This design comes from an exercise in tuning for small area and a short achievable clock period on the open sky130 flow, not from production work.
In this exercise RTL edits were held to simulation tests only and were not proved equivalent to the original.
Power figures rest on the tool's default switching activity, not on a simulated workload.

**flow/run.sh**
```bash
#!/bin/bash
# synth_recipe.tcl (not shown) runs the flow's synth.tcl, then flattens the netlist and writes it again
# the make line also repeats each setting of config.mk as NAME=value (left out here)
make -C /OpenROAD-flow-scripts/flow DESIGN_CONFIG=/design/flow/config.mk WORK_HOME=/design/flow/orfs CLKGATE_MAP_FILE= SYNTH_SCRIPT=/design/flow/synth_recipe.tcl finish
```
**flow/config.mk**
```make
export PLATFORM = sky130hd
export DESIGN_NAME = timerTop
export DESIGN_NICKNAME = timerTop
export VERILOG_FILES = /design/flow/design.v
export SDC_FILE = /design/flow/constraint.sdc
export NUM_CORES = 4
export LEC_CHECK = 0
export ABC_CLOCK_PERIOD_IN_PS = 2500
export CAP_MARGIN = 20
export CORE_MARGIN = 2
export CORE_UTILIZATION = 50
export SETUP_SLACK_MARGIN = 2.8
export SLEW_MARGIN = 20
```
**flow/constraint.sdc**
```tcl
create_clock -name core_clock -period 5.5 [get_ports {CPUbus}]
set_input_delay 1.1000 -clock core_clock [delete_from_list [all_inputs] [get_ports {CPUbus}]]
set_output_delay 1.1000 -clock core_clock [all_outputs]
set_load 0.01 [all_outputs]
```
**flow/design.v**
```verilog
`default_nettype none
package timerPkg;
  localparam logic [1:0] HTRANS_IDLE   = 2'b00;
  localparam logic [1:0] HTRANS_BUSY   = 2'b01;
  localparam logic [1:0] HTRANS_NONSEQ = 2'b10;
  localparam logic [1:0] HTRANS_SEQ    = 2'b11;
  typedef logic [1:0] evSel;   
  typedef enum logic [1:0] {
    EDGE_NONE,
    EDGE_RISE,
    EDGE_FALL,
    EDGE_BOTH
  } edgeMode;
  typedef struct packed {
    evSel capSel;
    evSel cntSel;
    evSel stopSel;
    evSel startSel;
  } cmcReg;
  typedef struct packed {
    logic capChain;
    logic stopClears;
    logic startClears;
    logic centerAligned;
  } tmsReg;
  typedef struct packed {
    logic       lowActive;
    edgeMode    edgeSel;
    logic [1:0] filtCode;
  } evCfg;
  typedef logic [14:0] ecrReg;   
  typedef struct packed {
    logic ev0Detect;
    logic cmpMatchUp;
    logic periodMatchUp;
  } intReg;
endpackage
`default_nettype wire
`timescale 1ns/1ps
`default_nettype none
module timerTop (
  input  wire                       CPUbus,
  input  wire                       arstN,
  input  wire                       hSel,
  input  wire [32-1:0]        hAddr,
  input  wire [1:0]                 hTrans,
  input  wire                       hWrite,
  input  wire [32-1:0]       hWdata,
  input  wire                       hReady,
  input  wire [2:0]                 evnt,
  output logic [32-1:0]      hRdata,
  output logic                      hReadyOut,
  output logic                      hResp,
  output logic [2-1:0]  pwm,
  output logic                      intr
);
  logic        wrEn, rdEn;
  logic [5:0]  regAddr;
  logic        accept;
  assign accept    = hSel && hReady && hTrans[1];
  assign hReadyOut = 1'b1;
  assign hResp     = 1'b0;
  always_ff @(posedge CPUbus or negedge arstN) begin
    if (!arstN) begin
      wrEn <= 1'b0;
      rdEn <= 1'b0;
    end else begin
      wrEn <= accept && hWrite;
      rdEn <= accept && !hWrite;
    end
  end
  always_ff @(posedge CPUbus) regAddr <= hAddr[7:2];
  logic wrTV, wrPR, wrPRSH, wrTRS, wrTMS, wrECR, wrCMC, wrIEC, wrISC, wrPLC;
  logic wrCMP0, wrCMPSH0, wrCMP1, wrCMPSH1, rdCAP0, rdCAP1;
  assign wrTV     = wrEn && regAddr == 6'd0;
  assign wrPR     = wrEn && regAddr == 6'd1;
  assign wrPRSH   = wrEn && regAddr == 6'd2;
  assign wrTRS    = wrEn && regAddr == 6'd5;
  assign wrTMS    = wrEn && regAddr == 6'd8;
  assign wrECR    = wrEn && regAddr == 6'd9;
  assign wrCMC    = wrEn && regAddr == 6'd10;
  assign wrIEC    = wrEn && regAddr == 6'd12;
  assign wrISC    = wrEn && regAddr == 6'd13;
  assign wrPLC    = wrEn && regAddr == 6'd14;
  assign wrCMP0   = wrEn && regAddr == 6'd16;
  assign wrCMPSH0 = wrEn && regAddr == 6'd17;
  assign wrCMP1   = wrEn && regAddr == 6'd18;
  assign wrCMPSH1 = wrEn && regAddr == 6'd19;
  assign rdCAP0   = rdEn && regAddr == 6'd3;
  assign rdCAP1   = rdEn && regAddr == 6'd4;
  logic [31:0] period, periodSh, compare0, compare1, compareSh0, compareSh1;
  logic [31:0] periodD, periodShD, compare0D, compare1D, compareSh0D, compareSh1D;
  logic [7:0]  cmc, cmcD;           
  logic [3:0]  tms, tmsD;           
  logic [14:0] ecr, ecrD;
  logic [2:0]  iec, iecD, isr, isrD;
  logic [1:0]  polarity, polarityD;
  logic        running, runningD, countDown, cdD;
  logic [31:0] timerValue, tvD;
  logic [1:0]  capFull, capFullD;
  logic [31:0] cap0, cap1, cap0D, cap1D;
  logic [1:0]  pwmState, pwmStateD;
  logic        intrD;
  logic [2:0]  evEdge;
  for (genvar g = 0; g < 3; g++) begin : genEvent
    logic [2:0] holdCnt;
    logic [2:0] holdLen;
    logic       evFilt, evFiltDly;
    logic [1:0] filtCode, edgeSel;
    assign filtCode = ecr[5*g +: 2];
    assign edgeSel  = ecr[5*g+2 +: 2];
    always_comb begin
      case (filtCode)
        2'd0:    holdLen = 3'd0;
        2'd1:    holdLen = 3'd3;
        2'd2:    holdLen = 3'd5;
        default: holdLen = 3'd7;
      endcase
    end
    always_ff @(posedge CPUbus or negedge arstN) begin
      if (!arstN) begin
        holdCnt   <= '0;
        evFilt    <= 1'b0;
        evFiltDly <= 1'b0;
        evEdge[g] <= 1'b0;
      end else begin
        if (evnt[g] == evFilt) begin
          holdCnt <= '0;
        end else if (holdCnt == holdLen) begin
          evFilt  <= evnt[g];
          holdCnt <= '0;
        end else begin
          holdCnt <= holdCnt + 3'd1;
        end
        evFiltDly <= evFilt;
        evEdge[g] <= (evFilt ^ evFiltDly) && (evFilt ? edgeSel[0] : edgeSel[1]);
      end
    end
  end
  function automatic logic pickEvent(input logic [1:0] sel, input logic [2:0] ev);
    case (sel)
      2'd1:    pickEvent = ev[0];
      2'd2:    pickEvent = ev[1];
      2'd3:    pickEvent = ev[2];
      default: pickEvent = 1'b0;
    endcase
  endfunction
  logic evStart, evStop, evCount, evCapture;
  assign evStart   = pickEvent(cmc[1:0], evEdge);
  assign evStop    = pickEvent(cmc[3:2], evEdge);
  assign evCount   = pickEvent(cmc[5:4], evEdge);
  assign evCapture = pickEvent(cmc[7:6], evEdge);
  function automatic logic [1:0] cmpGtEq(input logic [31:0] a, input logic [31:0] b);
    logic [31:0] g, e;
    g = a & ~b;
    e = ~(a ^ b);
    for (int w = 1; w < 32; w = w * 2) begin
      for (int i = 0; i < 32; i = i + 2 * w) begin
        g[i] = g[i + w] | (e[i + w] & g[i]);
        e[i] = e[i + w] & e[i];
      end
    end
    cmpGtEq = {g[0], e[0]};
  endfunction
  logic periodMatch, zeroMatch, tvGePeriod, tvGtPeriod;
  logic [1:0] cmpMatch, tvGtCmp;
  assign {tvGtPeriod, periodMatch} = cmpGtEq(timerValue, period);
  assign {tvGtCmp[0], cmpMatch[0]} = cmpGtEq(timerValue, compare0);
  assign {tvGtCmp[1], cmpMatch[1]} = cmpGtEq(timerValue, compare1);
  assign tvGePeriod = tvGtPeriod | periodMatch;
  assign zeroMatch  = ~|timerValue;
  logic startReq, stopReq, timerClear, countEnable, step, xfer;
  assign startReq    = (wrTRS && hWdata[0]) || evStart;
  assign stopReq     = (wrTRS && hWdata[1]) || evStop;
  assign timerClear  = (wrTRS && hWdata[2]) || (startReq && tms[1]) || (stopReq && tms[2]);
  assign countEnable = (cmc[5:4] == 2'd0) || evCount;
  assign step        = running && countEnable;
  assign xfer        = running && (countDown ? zeroMatch : periodMatch);   
  logic [31:0] tvInc, tvDec, tvNext;
  logic        cdNext;
  always_comb begin
    for (int i = 0; i < 32; i++) begin
      tvInc[i] = timerValue[i] ^ (i == 0 ? 1'b1 :  (&(timerValue & ((32'd1 << i) - 32'd1) | ~((32'd1 << i) - 32'd1))));
      tvDec[i] = timerValue[i] ^ (i == 0 ? 1'b1 : ~(|(timerValue & ((32'd1 << i) - 32'd1))));
    end
  end
  always_comb begin
    if (!tms[0]) begin
      cdNext = 1'b0;
      tvNext = tvGePeriod ? 32'd0 : tvInc;
    end else if (countDown) begin
      cdNext = !zeroMatch;
      tvNext = zeroMatch ? tvInc : tvDec;
    end else begin
      cdNext = tvGePeriod;
      tvNext = tvGePeriod ? tvDec : tvInc;
    end
  end
  logic cap1Wr;
  assign cap1Wr = evCapture && (tms[3] || capFull[0]);
  always_comb begin
    runningD = startReq ? 1'b1 : stopReq ? 1'b0 : running;
    if (timerClear) begin
      tvD = '0;
      cdD = 1'b0;
    end else if (wrTV) begin
      tvD = hWdata;
      cdD = countDown;
    end else if (step) begin
      tvD = tvNext;
      cdD = cdNext;
    end else begin
      tvD = timerValue;
      cdD = countDown;
    end
    capFullD[0] = evCapture ? 1'b1 : rdCAP0 ? 1'b0 : capFull[0];
    capFullD[1] = cap1Wr    ? 1'b1 : rdCAP1 ? 1'b0 : capFull[1];
    cap0D = evCapture ? timerValue : cap0;
    cap1D = cap1Wr    ? cap0       : cap1;
    for (int i = 0; i < 2; i++) begin
      pwmStateD[i] = pwmState[i];
      if (!running) begin
        pwmStateD[i] = tvGtCmp[i];
      end else if (countEnable) begin
        if (tms[0]) begin
          if (cmpMatch[i])                  pwmStateD[i] = !pwmState[i];
          else if (zeroMatch && countDown)  pwmStateD[i] = 1'b0;
        end else begin
          if (cmpMatch[i])                  pwmStateD[i] = 1'b1;
          else if (periodMatch)             pwmStateD[i] = 1'b0;
        end
      end
    end
    periodD     = (wrPR   || (wrPRSH   && !running)) ? hWdata : xfer ? periodSh   : period;
    compare0D   = (wrCMP0 || (wrCMPSH0 && !running)) ? hWdata : xfer ? compareSh0 : compare0;
    compare1D   = (wrCMP1 || (wrCMPSH1 && !running)) ? hWdata : xfer ? compareSh1 : compare1;
    periodShD   = wrPRSH   ? hWdata : periodSh;
    compareSh0D = wrCMPSH0 ? hWdata : compareSh0;
    compareSh1D = wrCMPSH1 ? hWdata : compareSh1;
    cmcD        = wrCMC ? hWdata[7:0]  : cmc;
    tmsD        = wrTMS ? hWdata[3:0]  : tms;
    ecrD        = wrECR ? hWdata[14:0] : ecr;
    iecD        = wrIEC ? hWdata[2:0]  : iec;
    polarityD   = wrPLC ? hWdata[1:0]  : polarity;
    isrD        = (isr & ~(wrISC ? hWdata[2:0] : 3'd0)) |
                  ({evEdge[0], running && !countDown && (|cmpMatch),
                    running && !countDown && periodMatch} & iec);
    intrD       = |isrD;
  end
  always_ff @(posedge CPUbus or negedge arstN) begin
    if (!arstN) begin
      running    <= 1'b0;
      timerValue <= '0;
      countDown  <= 1'b0;
      capFull    <= '0;
      pwmState   <= '0;
      pwm        <= '0;
      period     <= '0;
      periodSh   <= '0;
      compare0   <= '0;
      compare1   <= '0;
      compareSh0 <= '0;
      compareSh1 <= '0;
      cmc        <= '0;
      tms        <= '0;
      ecr        <= '0;
      iec        <= '0;
      polarity   <= '0;
      isr        <= '0;
      intr       <= 1'b0;
    end else begin
      running    <= runningD;
      timerValue <= tvD;
      countDown  <= cdD;
      capFull    <= capFullD;
      pwmState   <= pwmStateD;
      pwm        <= pwmStateD ^ polarityD;   
      period     <= periodD;
      periodSh   <= periodShD;
      compare0   <= compare0D;
      compare1   <= compare1D;
      compareSh0 <= compareSh0D;
      compareSh1 <= compareSh1D;
      cmc        <= cmcD;
      tms        <= tmsD;
      ecr        <= ecrD;
      iec        <= iecD;
      polarity   <= polarityD;
      isr        <= isrD;
      intr       <= intrD;
    end
  end
  always_ff @(posedge CPUbus) begin
    cap0 <= cap0D;
    cap1 <= cap1D;
  end
  logic [31:0] rdNext;
  always_comb begin
    rdNext = '0;
    case (hAddr[7:2])
      6'd0:  rdNext = tvD;
      6'd1:  rdNext = periodD;
      6'd2:  rdNext = periodShD;
      6'd3:  rdNext = cap0D;
      6'd4:  rdNext = cap1D;
      6'd6:  rdNext[1:0]  = capFullD;
      6'd7:  rdNext[1:0]  = {cdD, runningD};
      6'd8:  rdNext[3:0]  = tmsD;
      6'd9:  rdNext[14:0] = ecrD;
      6'd10: rdNext[7:0]  = cmcD;
      6'd11: rdNext[2:0]  = isrD;
      6'd12: rdNext[2:0]  = iecD;
      6'd14: rdNext[1:0]  = polarityD;
      6'd16: rdNext = compare0D;
      6'd17: rdNext = compareSh0D;
      6'd18: rdNext = compare1D;
      6'd19: rdNext = compareSh1D;
      default: rdNext = '0;
    endcase
  end
  always_ff @(posedge CPUbus) hRdata <= rdNext;
endmodule
`default_nettype wire
```
==> summary.txt <==
-- worst max-delay path: stages (launching register included) --
cell	delay [ns]
dfrtp_2	0.45
or4_4	0.56
or4b_4	0.54
buf_6	0.15
nor3_4	0.25
a21oi_4	0.12
o211ai_1	0.15
buf_4	0.19
buf_4	0.11
buf_4	0.09
nor2_1	0.05
a2111oi_4	0.39
o211ai_1	0.22
-- final timing paths --
check | startpoint | to | slack (ns)
setup / recovery | timerValue[25] | hRdata[13] | 2.07
hold / removal | genEvent[1].evFiltDly | evEdge[1] | 0.44
setup reg to reg | timerValue[25] | hRdata[13] | 2.07
hold reg to reg | genEvent[1].evFiltDly | evEdge[1] | 0.44
max in group asynchronous | arstN | timerValue[15] | 3.72
min in group asynchronous | arstN | rdEn | 0.54
-- where the power goes --
group	total [mW]	internal, mW	switching [mW]	leakage, nW
sequential	3.56	3.27	0.288	4.13
clock	3.15	1.85	1.29	0.753
combinational	3.37	1.44	1.93	7.91
total	10.1	6.56	3.51	12.8
-- routing by layer --
layer / share of wire / GRT usage / up-vias
met3: 0.10 / 0.0749 / 308
met5: 0 / 0 / -
met2: 0.45 / 0.569 / 1198
met1: 0.40 / 0.500 / 10400
met4: 0.052 / 0.169 / 0
li1: - / - / 9144
-- repair_timing --
action / 4_1_cts / 5_1_grt
gates resized for setup: 256 / 328
pin swaps: 113 / 151
buffers inserted: 156 / 96
endpoints found under the setup margin: 184 / 166
gates cloned: 11 / 4
-- cell usage in the layout (no fill, tap or decap), types with 16 or more instances in the layout --
cell type / count
a21o_1: 28
a21oi_1: 109
a21oi_2: 122
a21oi_4: 18
a222oi_1: 24
a22oi_1: 47
buf_12: 27
buf_4: 196
buf_6: 69
clkbuf_16: 50
clkdlybuf4s50_1: 74
dfrtp_1: 263
dfrtp_2: 25
dfxtp_1: 102
ha_1: 95
inv_1: 116
mux2_2: 171
mux2i_1: 23
nand2_1: 229
nand3_1: 40
nand4_1: 47
nor2_1: 235
nor2_2: 16
nor2_4: 20
nor3_1: 36
o21ai_0: 46
-- cells by family after synthesis --
family / Yosys count
simple gates: 782
other cells: 2
flops: 390
compound gates: 584
fa+ha+maj: 109
mux: 207
xor+xnor: 21
buf+inv: 286
-- final cells by class --
| class | instances | share of cell area |
|---|---|---|
| clock buffer | 70 | 0.0459 |
| clock inverter | 16 | 0.00612 |
| inverter | 121 | 0.0154 |
| multi-input combinational | 1706 | 0.453 |
| sequential | 390 | 0.313 |
| tap | 585 | 0.0247 |
| timing repair buffer | 401 | 0.142 |
-- per-stage QoR --
| stage | instances | util | area, um2 | hold WS (ns) | power [mW] |
|---|---|---|---|---|---|
| after floorplan | 2381 | - | 21900 | 0.418 | 5.17 |
| after global placement | 2936 | 0.540 | 23200 | 0.435 | 5.95 |
| after detailed placement | 2936 | 0.540 | 23200 | 0.432 | 6.02 |
| after CTS | 3189 | 0.637 | 27300 | 0.439 | 9.60 |
| after global routing | 3289 | 0.692 | 29700 | 0.458 | 10.5 |
| final | 3289 | 0.692 | 29700 | 0.439 | 10.1 |
==> flow_summary.toml <==
[status]
status = "finished clean"

[timing]
finalCritPeriodShare = 0.624
hold_viol = 0
setup_viol = 0
tns_ns = 0
finClkSkew_ns = 0.0302
fin_ws_ns = 2.07
slew_headroom = 0.422
max_freq_mhz = 291
tightest_slew_ns = 0.866
fin_crit_ns = 3.43
finalMaxSlewViolations = 0
rsz0062_at_grt = "true"

[synthesis]
synthFlopType = "dfrtp_1"
synth_top_area_cell = "dfrtp_1"
yosys_warnings = 1
synthArstFlopShare = 0.738
synth-seq-cells = 390
synth-edff-count = 0
yosysUniqueCellTypes = 83
netlist_instances = 2381
synth-adder-area-share = 0.0630
syn_nets = 2564
synth_top_area_share = 0.333
seq_area_frac_synth = 0.427
synth.most_common_cell = "dfrtp_1"
netlist_top_cells_area = "dfrtp_1 33%, dfxtp_1 9.4%, mux2_2 8.9%, ha_1 6.3%, a21oi_1 5.7%"
synth-simple-area-share = 0.167
netlist_area_mm2 = 0.0216
postSynthAreaPerCell_um2 = 9.09
synth_top_family_by_area = "compound AO/OA/AOI/OAI gates"
synth_xor_area_frac = 0.00850
synth-compound-area-share = 0.175
synth_commonest_cells = "288 x dfrtp_1, 269 x nor2_1, 248 x a21oi_1"
synthMuxAreaShare = 0.106

[drt]
drc = 0
postRouteAntennaNets = 0
drt_wl_total_um = 86100
vias = 21000
post_drt_wl_per_cell_um = 26.2
dr.pass1.iters = 8
drtIter0Drc = 2562
viasPerCell = 6.39

[clock_tree]
clkLatencyLatePin_ns = 0.61
cts_tree = "done"
cts_max_path_buffers = 3
cts-htree-levels = 2
cts_hold_buf = 0
clkTransAtPathRegs_ns = 0.06
cts_buffers = 46
clock_sinks = 390
cts_root_buf = "clkbuf_16"

[die]
ios = 111
dieWidth_um = 212
start_util = 0.505
num_rows = 76
coreArea_mm2 = 0.0429
dieArea_mm2 = 0.0450
die_h_um = 212

[run]
max_cap_violations = 0

[grt]
grt_pass1_vias = 19900
grt_start_max_net_pins = 100
grt_first_pass_wirelength_um = 123000
grt_overflow = 0
track_usage = 0.369
antenna_found_initial = 0

[placement]
numPortBuffers = 81
place_hpwl_um = 50400
gp_congestion = 0.947
pre_cts_ws_ns = 1.10

[worst_setup_path]
cp.arrival_ns = 3.86
reg2reg_depth = 12
crit_type = "flip-flop to flip-flop"
worst_setup_path_start_kind = "flip-flop"
worstPathMaxFanout = 5
cp-end-kind = "flip-flop"
required_ns = 5.93

[cells_and_area]
multiInputGateArea_mm2 = 0.0134
nets = 2849
syn_to_final_growth_pct = 37.1
fill_cells = 3207
drive_gt1_frac = 0.352
antenna_cells = 0
seq_area_mm2 = 0.00928

[power]
max-vdd-ir-drop_mv = 0.243
p_leak_nw = 12.8
power.density_mw_per_mm2 = 340

[worst_hold_path]
holdPathStages = 1
hold_class = "flip-flop to flip-flop"

## separate check: timing with driven ports
How much do the figures lean on ideal ports? The routed layout below was timed once more, with nothing changed but the port constraints. Step 1, drivers: a clkbuf_16 drives CPUbus and a buf_2 each remaining input, both assumed. Step 2 also shifts input and output timing later by t, the mid clock arrival at the registers, as if the neighbouring blocks saw the same clock. Three values: no drivers, after step 1, after step 2; two values: the first two.
t, ns: 0.657
slack for setup (ns): 2.066 / 2.066 / 1.491
pins driven straight from the clock port: 1
After both steps this run still meets setup and hold. For this run, drivers alone change the setup slack by 0.000 ns; drivers and shift together by -0.575 ns.
